From an optimization exercise on the open Yosys and OpenROAD flow, aimed at small area, a short achievable clock period and few clock cycles per item; shortcuts taken in it are not production practice.

==> inputs of juniper <==
## sha1_block_ctrl
module sha1_block_ctrl (
  input  logic         clk,
  input  logic         reset,
  input  logic         init,
  input  logic         word_valid,
  output logic         word_ready,
  input  logic [31:0]  word_data,
  output logic         busy,
  output logic         digest_valid,
  output logic [159:0] digest
);
==> module sha1_round, before the edit <==
module sha1_round (
  input  logic [31:0] a_i,
  input  logic [31:0] b_i,
  input  logic [31:0] c_i,
  input  logic [31:0] d_i,
  input  logic [31:0] e_i,
  input  logic [31:0] w0_i,
  input  logic [31:0] w1_i,
  input  logic [1:0]  g_i,
  output logic [31:0] a1_o,
  output logic [31:0] a2_o
);
  logic [31:0] k, f0, f1, z1;
  logic [31:0] s1, c1, s2, c2, s3, c3, u1, v1, u2, v2;
  assign k  = sha1_pkg::k_sel(g_i);
  assign f0 = sha1_pkg::f_sel(g_i, b_i, c_i, d_i);
  assign f1 = sha1_pkg::f_sel(g_i, a_i, sha1_pkg::rotl30(b_i), c_i);
  assign s1 = sha1_pkg::csa_s(e_i, k, w0_i);
  assign c1 = sha1_pkg::csa_c(e_i, k, w0_i);
  assign s2 = sha1_pkg::csa_s(s1, c1, sha1_pkg::rotl5(a_i));
  assign c2 = sha1_pkg::csa_c(s1, c1, sha1_pkg::rotl5(a_i));
  assign s3 = sha1_pkg::csa_s(s2, c2, f0);
  assign c3 = sha1_pkg::csa_c(s2, c2, f0);
  assign a1_o = sha1_pkg::add_ks(s3, c3);
  assign u1 = sha1_pkg::csa_s(d_i, k, w1_i);
  assign v1 = sha1_pkg::csa_c(d_i, k, w1_i);
  assign u2 = sha1_pkg::csa_s(u1, v1, f1);
  assign v2 = sha1_pkg::csa_c(u1, v1, f1);
  assign z1 = sha1_pkg::add_ks(u2, v2);
  assign a2_o = sha1_pkg::add_ks(sha1_pkg::rotl5(a1_o), z1);
endmodule
==> module sha1_block_ctrl, before the edit <==
module sha1_block_ctrl (
  input  logic         clk,
  input  logic         reset,
  input  logic         init,
  input  logic         word_valid,
  output logic         word_ready,
  input  logic [31:0]  word_data,
  output logic         busy,
  output logic         digest_valid,
  output logic [159:0] digest
);
  logic [3:0]   cnt_q;
  logic [5:0]   p_q;
  logic [1:0]   g_q;
  logic         busy_q, dv_q, first_q;
  logic [159:0] h_q;
  logic [31:0]  a_q, b_q, c_q, d_q, e_q;
  logic [31:0]  we_q [8];
  logic [31:0]  wo_q [8];
  logic         take, ld, step, last;
  logic [159:0] sum_s, h_next;
  logic [31:0]  a1_s, a2_s, wen_s, won_s;
  assign word_ready   = !busy_q && !init;
  assign busy         = busy_q;
  assign digest_valid = dv_q;
  assign take = word_valid && word_ready;
  assign ld   = take && (cnt_q == 4'd0);
  assign step = busy_q || (take && !cnt_q[0] && (cnt_q != 4'd0));
  assign last = busy_q && (p_q == 6'd39);
  assign sum_s  = {sha1_pkg::add_ks(h_q[159:128], a_q), sha1_pkg::add_ks(h_q[127:96], b_q),
                   sha1_pkg::add_ks(h_q[95:64], c_q), sha1_pkg::add_ks(h_q[63:32], d_q),
                   sha1_pkg::add_ks(h_q[31:0], e_q)};
  assign digest = sum_s;
  assign h_next = first_q ? sha1_pkg::H_INIT : sum_s;
  assign wen_s = sha1_pkg::rotl1(wo_q[6] ^ we_q[4] ^ we_q[1] ^ we_q[0]);
  assign won_s = sha1_pkg::rotl1(we_q[7] ^ wo_q[4] ^ wo_q[1] ^ wo_q[0]);
  sha1_round u_round (
    .a_i(a_q), .b_i(b_q), .c_i(c_q), .d_i(d_q), .e_i(e_q),
    .w0_i(we_q[7]), .w1_i(wo_q[7]), .g_i(g_q),
    .a1_o(a1_s), .a2_o(a2_s)
  );
  always_ff @(posedge clk or posedge reset) begin
    if (reset) begin
      cnt_q   <= 4'd0;
      p_q     <= 6'd0;
      g_q     <= 2'd0;
      busy_q  <= 1'b0;
      dv_q    <= 1'b0;
      first_q <= 1'b1;
    end else if (init) begin
      cnt_q   <= 4'd0;
      p_q     <= 6'd0;
      g_q     <= 2'd0;
      busy_q  <= 1'b0;
      dv_q    <= 1'b0;
      first_q <= 1'b1;
    end else begin
      if (take) begin
        cnt_q <= cnt_q + 4'd1;
        dv_q  <= 1'b0;
        if (cnt_q == 4'd15) busy_q <= 1'b1;
      end
      if (ld) begin
        first_q <= 1'b0;
        p_q     <= 6'd0;
        g_q     <= 2'd0;
      end else if (step) begin
        p_q <= p_q + 6'd1;
        if (p_q == 6'd9 || p_q == 6'd19 || p_q == 6'd29) g_q <= g_q + 2'd1;
      end
      if (last) begin
        busy_q <= 1'b0;
        dv_q   <= 1'b1;
      end
    end
  end
  always_ff @(posedge clk) begin
    if (ld) begin
      h_q <= h_next;
      {a_q, b_q, c_q, d_q, e_q} <= h_next;
    end else if (step) begin
      a_q <= a2_s;
      b_q <= a1_s;
      c_q <= sha1_pkg::rotl30(a_q);
      d_q <= sha1_pkg::rotl30(b_q);
      e_q <= c_q;
    end
  end
  always_ff @(posedge clk) begin
    if (busy_q || (take && !cnt_q[0])) begin
      for (int i = 0; i < 7; i++) we_q[i] <= we_q[i+1];
      we_q[7] <= busy_q ? wen_s : word_data;
    end
    if (busy_q || (take && cnt_q[0])) begin
      for (int i = 0; i < 7; i++) wo_q[i] <= wo_q[i+1];
      wo_q[7] <= busy_q ? won_s : word_data;
    end
  end
endmodule
clock: 10.0 ns
lec_check: 0
abc_clock_period_in_ps: 6000
cap_margin: 20
core_margin: 2
core_utilization: 40
place_density: 0.55
setup_slack_margin: 4.0
slew_margin: 20
run.sh (not shown) runs the stock make flow with config.mk's settings and CLKGATE_MAP_FILE= SYNTH_SCRIPT=/design/flow/synth_recipe.tcl, a recipe that flattens the netlist after the stock synthesis.
==> pepper (differences from juniper) <==
--- a/flow/design.v
+++ b/flow/design.v
@@ -36,44 +36,4 @@
     k_sel = k;
   endfunction
-  function automatic logic [31:0] csa_s(input logic [31:0] x, input logic [31:0] y,
-                                        input logic [31:0] z);
-    csa_s = x ^ y ^ z;
-  endfunction
-  function automatic logic [31:0] csa_c(input logic [31:0] x, input logic [31:0] y,
-                                        input logic [31:0] z);
-    logic [31:0] m;
-    m = (x & y) | (x & z) | (y & z);
-    csa_c = {m[30:0], 1'b0};
-  endfunction
-  function automatic logic [31:0] add_ks(input logic [31:0] x, input logic [31:0] y);
-    logic [31:0] g, p;
-    g = x & y;
-    p = x ^ y;
-    for (int l = 0; l < 5; l++) begin
-      for (int i = 31; i >= (1 << l); i--) begin
-        g[i] = g[i] | (p[i] & g[i - (1 << l)]);
-        p[i] = p[i] & p[i - (1 << l)];
-      end
-    end
-    add_ks = (x ^ y) ^ {g[30:0], 1'b0};
-  endfunction
-  function automatic logic [31:0] add_bk(input logic [31:0] x, input logic [31:0] y);
-    logic [31:0] g, p;
-    g = x & y;
-    p = x ^ y;
-    for (int l = 0; l < 5; l++) begin
-      for (int i = (2 << l) - 1; i < 32; i += (2 << l)) begin
-        g[i] = g[i] | (p[i] & g[i - (1 << l)]);
-        p[i] = p[i] & p[i - (1 << l)];
-      end
-    end
-    for (int l = 3; l >= 0; l--) begin
-      for (int i = (3 << l) - 1; i < 32; i += (2 << l)) begin
-        g[i] = g[i] | (p[i] & g[i - (1 << l)]);
-        p[i] = p[i] & p[i - (1 << l)];
-      end
-    end
-    add_bk = (x ^ y) ^ {g[30:0], 1'b0};
-  endfunction
 endpackage
 module sha1_round (
@@ -90,21 +50,10 @@
 );
   logic [31:0] k, f0, f1, z1;
-  logic [31:0] s1, c1, s2, c2, s3, c3, u1, v1, u2, v2;
   assign k  = sha1_pkg::k_sel(g_i);
   assign f0 = sha1_pkg::f_sel(g_i, b_i, c_i, d_i);
   assign f1 = sha1_pkg::f_sel(g_i, a_i, sha1_pkg::rotl30(b_i), c_i);
-  assign s1 = sha1_pkg::csa_s(e_i, k, w0_i);
-  assign c1 = sha1_pkg::csa_c(e_i, k, w0_i);
-  assign s2 = sha1_pkg::csa_s(s1, c1, sha1_pkg::rotl5(a_i));
-  assign c2 = sha1_pkg::csa_c(s1, c1, sha1_pkg::rotl5(a_i));
-  assign s3 = sha1_pkg::csa_s(s2, c2, f0);
-  assign c3 = sha1_pkg::csa_c(s2, c2, f0);
-  assign a1_o = sha1_pkg::add_ks(s3, c3);
-  assign u1 = sha1_pkg::csa_s(d_i, k, w1_i);
-  assign v1 = sha1_pkg::csa_c(d_i, k, w1_i);
-  assign u2 = sha1_pkg::csa_s(u1, v1, f1);
-  assign v2 = sha1_pkg::csa_c(u1, v1, f1);
-  assign z1 = sha1_pkg::add_ks(u2, v2);
-  assign a2_o = sha1_pkg::add_ks(sha1_pkg::rotl5(a1_o), z1);
+  assign z1 = f1 + d_i + k + w1_i;
+  assign a1_o = sha1_pkg::rotl5(a_i) + f0 + e_i + k + w0_i;
+  assign a2_o = sha1_pkg::rotl5(a1_o) + z1;
 endmodule
 module sha1_block_ctrl (
@@ -137,7 +86,6 @@
   assign step = busy_q || (take && !cnt_q[0] && (cnt_q != 4'd0));
   assign last = busy_q && (p_q == 6'd39);
-  assign sum_s  = {sha1_pkg::add_ks(h_q[159:128], a_q), sha1_pkg::add_ks(h_q[127:96], b_q),
-                   sha1_pkg::add_ks(h_q[95:64], c_q), sha1_pkg::add_ks(h_q[63:32], d_q),
-                   sha1_pkg::add_ks(h_q[31:0], e_q)};
+  assign sum_s  = {h_q[159:128] + a_q, h_q[127:96] + b_q, h_q[95:64] + c_q,
+                   h_q[63:32] + d_q, h_q[31:0] + e_q};
   assign digest = sum_s;
   assign h_next = first_q ? sha1_pkg::H_INIT : sum_s;
==> indigo (differences from juniper) <==
--- a/flow/design.v
+++ b/flow/design.v
@@ -76,4 +76,30 @@
     add_bk = (x ^ y) ^ {g[30:0], 1'b0};
   endfunction
+  function automatic logic [26:0] add_ks27c(input logic [26:0] x, input logic [26:0] y,
+                                            input logic cin);
+    logic [26:0] g, p, cy;
+    g = x & y;
+    p = x ^ y;
+    for (int l = 0; l < 5; l++) begin
+      for (int i = 26; i >= (1 << l); i--) begin
+        g[i] = g[i] | (p[i] & g[i - (1 << l)]);
+        p[i] = p[i] & p[i - (1 << l)];
+      end
+    end
+    cy = {g[25:0], 1'b0} | ({p[25:0], 1'b1} & {27{cin}});
+    add_ks27c = (x ^ y) ^ cy;
+  endfunction
+  function automatic logic carry27(input logic [26:0] x, input logic [26:0] y);
+    logic [26:0] g, p;
+    g = x & y;
+    p = x ^ y;
+    for (int l = 0; l < 5; l++) begin
+      for (int i = 26; i >= (1 << l); i--) begin
+        g[i] = g[i] | (p[i] & g[i - (1 << l)]);
+        p[i] = p[i] & p[i - (1 << l)];
+      end
+    end
+    carry27 = g[26];
+  endfunction
 endpackage
 module sha1_round (
@@ -82,29 +108,35 @@
   input  logic [31:0] c_i,
   input  logic [31:0] d_i,
-  input  logic [31:0] e_i,
-  input  logic [31:0] w0_i,
-  input  logic [31:0] w1_i,
+  input  logic [31:0] p_i,
+  input  logic [31:0] q_i,
   input  logic [1:0]  g_i,
   output logic [31:0] a1_o,
   output logic [31:0] a2_o
 );
-  logic [31:0] k, f0, f1, z1;
-  logic [31:0] s1, c1, s2, c2, s3, c3, u1, v1, u2, v2;
-  assign k  = sha1_pkg::k_sel(g_i);
+  logic [31:0] ra, f0, f1, s0, c0;
+  logic [26:0] s1, c1, s2, c2, s3, c3;
+  logic [5:0]  zl, e0, e1;
+  logic [4:0]  h0, h1;
+  logic        k27, c5;
+  assign ra = sha1_pkg::rotl5(a_i);
   assign f0 = sha1_pkg::f_sel(g_i, b_i, c_i, d_i);
   assign f1 = sha1_pkg::f_sel(g_i, a_i, sha1_pkg::rotl30(b_i), c_i);
-  assign s1 = sha1_pkg::csa_s(e_i, k, w0_i);
-  assign c1 = sha1_pkg::csa_c(e_i, k, w0_i);
-  assign s2 = sha1_pkg::csa_s(s1, c1, sha1_pkg::rotl5(a_i));
-  assign c2 = sha1_pkg::csa_c(s1, c1, sha1_pkg::rotl5(a_i));
-  assign s3 = sha1_pkg::csa_s(s2, c2, f0);
-  assign c3 = sha1_pkg::csa_c(s2, c2, f0);
-  assign a1_o = sha1_pkg::add_ks(s3, c3);
-  assign u1 = sha1_pkg::csa_s(d_i, k, w1_i);
-  assign v1 = sha1_pkg::csa_c(d_i, k, w1_i);
-  assign u2 = sha1_pkg::csa_s(u1, v1, f1);
-  assign v2 = sha1_pkg::csa_c(u1, v1, f1);
-  assign z1 = sha1_pkg::add_ks(u2, v2);
-  assign a2_o = sha1_pkg::add_ks(sha1_pkg::rotl5(a1_o), z1);
+  assign s0 = sha1_pkg::csa_s(ra, f0, p_i);
+  assign c0 = sha1_pkg::csa_c(ra, f0, p_i);
+  assign a1_o = sha1_pkg::add_ks(s0, c0);
+  assign zl  = {1'b0, f1[4:0]} + {1'b0, q_i[4:0]};
+  assign h0  = s0[31:27] + c0[31:27];
+  assign h1  = s0[31:27] + c0[31:27] + 5'd1;
+  assign e0  = {1'b0, h0} + {1'b0, zl[4:0]};
+  assign e1  = {1'b0, h1} + {1'b0, zl[4:0]};
+  assign k27 = sha1_pkg::carry27(s0[26:0], c0[26:0]);
+  assign c5  = k27 ? e1[5] : e0[5];
+  assign s1 = ra[26:0] ^ p_i[26:0] ^ q_i[31:5];
+  assign c1 = {(ra[25:0] & p_i[25:0]) | (ra[25:0] & q_i[30:5]) | (p_i[25:0] & q_i[30:5]), 1'b0};
+  assign s2 = s1 ^ c1 ^ f0[26:0];
+  assign c2 = {(s1[25:0] & c1[25:0]) | (s1[25:0] & f0[25:0]) | (c1[25:0] & f0[25:0]), 1'b0};
+  assign s3 = s2 ^ c2 ^ f1[31:5];
+  assign c3 = {(s2[25:0] & c2[25:0]) | (s2[25:0] & f1[30:5]) | (c2[25:0] & f1[30:5]), zl[5]};
+  assign a2_o = {sha1_pkg::add_ks27c(s3, c3, c5), k27 ? e1[4:0] : e0[4:0]};
 endmodule
 module sha1_block_ctrl (
@@ -121,32 +153,45 @@
   logic [3:0]   cnt_q;
   logic [5:0]   p_q;
-  logic [1:0]   g_q;
-  logic         busy_q, dv_q, first_q;
+  logic [1:0]   g_q, gn_q;
+  logic         busy_q, fin_q, dv_q, first_q, l39_q;
   logic [159:0] h_q;
-  logic [31:0]  a_q, b_q, c_q, d_q, e_q;
+  logic [31:0]  a_q, b_q, c_q, d_q, pe_q, qd_q;
   logic [31:0]  we_q [8];
   logic [31:0]  wo_q [8];
-  logic         take, ld, step, last;
-  logic [159:0] sum_s, h_next;
+  logic         take, ld, pq0, sel0, step, last, fold;
+  logic [1:0]   gnn_s;
+  logic [5:0]   pnn_s;
+  logic [31:0]  k_s, pe_x, pe_w, qd_x, qd_w, pe_d, qd_d;
+  logic [127:0] st_init;
   logic [31:0]  a1_s, a2_s, wen_s, won_s;
   assign word_ready   = !busy_q && !init;
   assign busy         = busy_q;
   assign digest_valid = dv_q;
+  assign digest       = h_q;
   assign take = word_valid && word_ready;
   assign ld   = take && (cnt_q == 4'd0);
-  assign step = busy_q || (take && !cnt_q[0] && (cnt_q != 4'd0));
-  assign last = busy_q && (p_q == 6'd39);
-  assign sum_s  = {sha1_pkg::add_ks(h_q[159:128], a_q), sha1_pkg::add_ks(h_q[127:96], b_q),
-                   sha1_pkg::add_ks(h_q[95:64], c_q), sha1_pkg::add_ks(h_q[63:32], d_q),
-                   sha1_pkg::add_ks(h_q[31:0], e_q)};
-  assign digest = sum_s;
-  assign h_next = first_q ? sha1_pkg::H_INIT : sum_s;
+  assign pq0  = take && (cnt_q == 4'd2);
+  assign sel0 = !busy_q && (cnt_q == 4'd2);
+  assign step = (busy_q && !fin_q) || (take && !cnt_q[0] && (cnt_q[3:2] != 2'd0));
+  assign last = busy_q && !fin_q && l39_q;
+  assign fold = last || fin_q;
+  assign pnn_s = p_q + 6'd2;
+  assign gnn_s = (pnn_s < 6'd10) ? 2'd0 : (pnn_s < 6'd20) ? 2'd1 : (pnn_s < 6'd30) ? 2'd2 : 2'd3;
+  assign k_s   = fold ? 32'd0 : sha1_pkg::k_sel(gn_q);
+  assign pe_x = sel0 ? h_q[31:0] : c_q;
+  assign pe_w = last ? h_q[31:0] : fin_q ? h_q[95:64] : we_q[7];
+  assign qd_x = sel0 ? d_q : fin_q ? b_q : sha1_pkg::rotl30(b_q);
+  assign qd_w = last ? h_q[63:32] : fin_q ? h_q[127:96] : wo_q[7];
+  assign pe_d = sha1_pkg::add_ks(sha1_pkg::csa_s(pe_x, k_s, pe_w),
+                                 sha1_pkg::csa_c(pe_x, k_s, pe_w));
+  assign qd_d = sha1_pkg::add_ks(sha1_pkg::csa_s(qd_x, k_s, qd_w),
+                                 sha1_pkg::csa_c(qd_x, k_s, qd_w));
   assign wen_s = sha1_pkg::rotl1(wo_q[6] ^ we_q[4] ^ we_q[1] ^ we_q[0]);
   assign won_s = sha1_pkg::rotl1(we_q[7] ^ wo_q[4] ^ wo_q[1] ^ wo_q[0]);
   sha1_round u_round (
-    .a_i(a_q), .b_i(b_q), .c_i(c_q), .d_i(d_q), .e_i(e_q),
-    .w0_i(we_q[7]), .w1_i(wo_q[7]), .g_i(g_q),
-    .a1_o(a1_s), .a2_o(a2_s)
+    .a_i(a_q), .b_i(b_q), .c_i(c_q), .d_i(d_q), .p_i(pe_q), .q_i(qd_q),
+    .g_i(g_q), .a1_o(a1_s), .a2_o(a2_s)
   );
+  assign st_init = first_q ? sha1_pkg::H_INIT[159:32] : h_q[159:32];
   always_ff @(posedge clk or posedge reset) begin
     if (reset) begin
@@ -154,5 +199,8 @@
       p_q     <= 6'd0;
       g_q     <= 2'd0;
+      gn_q    <= 2'd0;
+      l39_q   <= 1'b0;
       busy_q  <= 1'b0;
+      fin_q   <= 1'b0;
       dv_q    <= 1'b0;
       first_q <= 1'b1;
@@ -161,5 +209,8 @@
       p_q     <= 6'd0;
       g_q     <= 2'd0;
+      gn_q    <= 2'd0;
+      l39_q   <= 1'b0;
       busy_q  <= 1'b0;
+      fin_q   <= 1'b0;
       dv_q    <= 1'b0;
       first_q <= 1'b1;
@@ -174,9 +225,15 @@
         p_q     <= 6'd0;
         g_q     <= 2'd0;
+        gn_q    <= 2'd0;
+        l39_q   <= 1'b0;
       end else if (step) begin
-        p_q <= p_q + 6'd1;
-        if (p_q == 6'd9 || p_q == 6'd19 || p_q == 6'd29) g_q <= g_q + 2'd1;
-      end
-      if (last) begin
+        p_q   <= p_q + 6'd1;
+        g_q   <= gn_q;
+        gn_q  <= gnn_s;
+        l39_q <= (p_q == 6'd38);
+      end
+      if (last) fin_q <= 1'b1;
+      if (fin_q) begin
+        fin_q  <= 1'b0;
         busy_q <= 1'b0;
         dv_q   <= 1'b1;
@@ -185,7 +242,16 @@
   end
   always_ff @(posedge clk) begin
+    if (ld && first_q) begin
+      h_q <= sha1_pkg::H_INIT;
+    end else if (last) begin
+      h_q[31:0]  <= pe_d;
+      h_q[63:32] <= qd_d;
+    end else if (fin_q) begin
+      h_q[95:64]   <= pe_d;
+      h_q[127:96]  <= qd_d;
+      h_q[159:128] <= sha1_pkg::add_bk(h_q[159:128], a_q);
+    end
     if (ld) begin
-      h_q <= h_next;
-      {a_q, b_q, c_q, d_q, e_q} <= h_next;
+      {a_q, b_q, c_q, d_q} <= st_init;
     end else if (step) begin
       a_q <= a2_s;
@@ -193,5 +259,8 @@
       c_q <= sha1_pkg::rotl30(a_q);
       d_q <= sha1_pkg::rotl30(b_q);
-      e_q <= c_q;
+    end
+    if (pq0 || step) begin
+      pe_q <= pe_d;
+      qd_q <= qd_d;
     end
   end
Settings changed: ABC_CLOCK_PERIOD_IN_PS 6000 to not set.
==> comparison table <==
| metric | juniper | pepper | indigo |
|---|---|---|---|
| Fraction of area in multi-input gates | 41.5% | 40.2% | 39.5% |
| Number of ordinary inverters in the final layout | 402 | 427 | 379 |
| Result of the run | no timing/DRC/antenna violations | no timing/DRC/antenna violations | no timing/DRC/antenna violations |
| Post-Synth XOR/XNOR Area | 7.67% | 7.14% | 6.18% |
| Worst setup endpoint | a_q[31] | a_q[31] | c_q[1] |
| Async SR Flop Fraction | 1.77% | 1.77% | 2.15% |
| Number of placed instances with taps included | 6052 | 5848 | 5994 |
| Post-route core utilization | 49.3% | 49.9% | 46.3% |
| Tot GR Track Use | 23.4% | 24.0% | 24.4% |
| Top Metal Used | met4 | met4 | met5 |
| Post-cts repair resize count | 363 | 477 | 10 |
| Final weighted congestion in routability-driven placement | 0.958 | 0.937 | 0.929 |
| Slack of the worst reg-to-reg path | 2.86 ns | 1.32 ns | 4.24 ns |
| Routed wl met3 | 7.77 mm | 10.7 mm | 13.0 mm |
No functional check of the RTL was part of any run of this note.

## static timing again, ports no longer ideal
The flow's constraints put no driver on any port. The routed layouts listed below were extracted and timed again, unchanged, in two steps. Step 1: set_driving_cell puts a clkbuf_16 on clk and a buf_2 on each other input, an assumption about the parent block. Step 2 adds t to the input delays and takes it off the output delays; t is the mean of the earliest and latest rising clock arrival at the registers after step 1. Input paths then give back, and output paths get back, about the clock's delay inside the block. Three values: ideal ports, drivers, drivers and shift; two values: the first two.
run | t (ns) | slack for setup (ns) | cell pins on the clock port's net
juniper | 0.756 | 2.862 / 2.862 / 2.862 | 1
pepper | 0.750 | 1.325 / 1.325 / 1.325 | 1
indigo | 0.759 | 4.234 / 4.242 / 3.526 | 1
After both steps setup and hold are still met in every run listed. For indigo, which loses most, drivers alone change the setup slack by +0.008 ns; drivers and shift together by -0.708 ns.
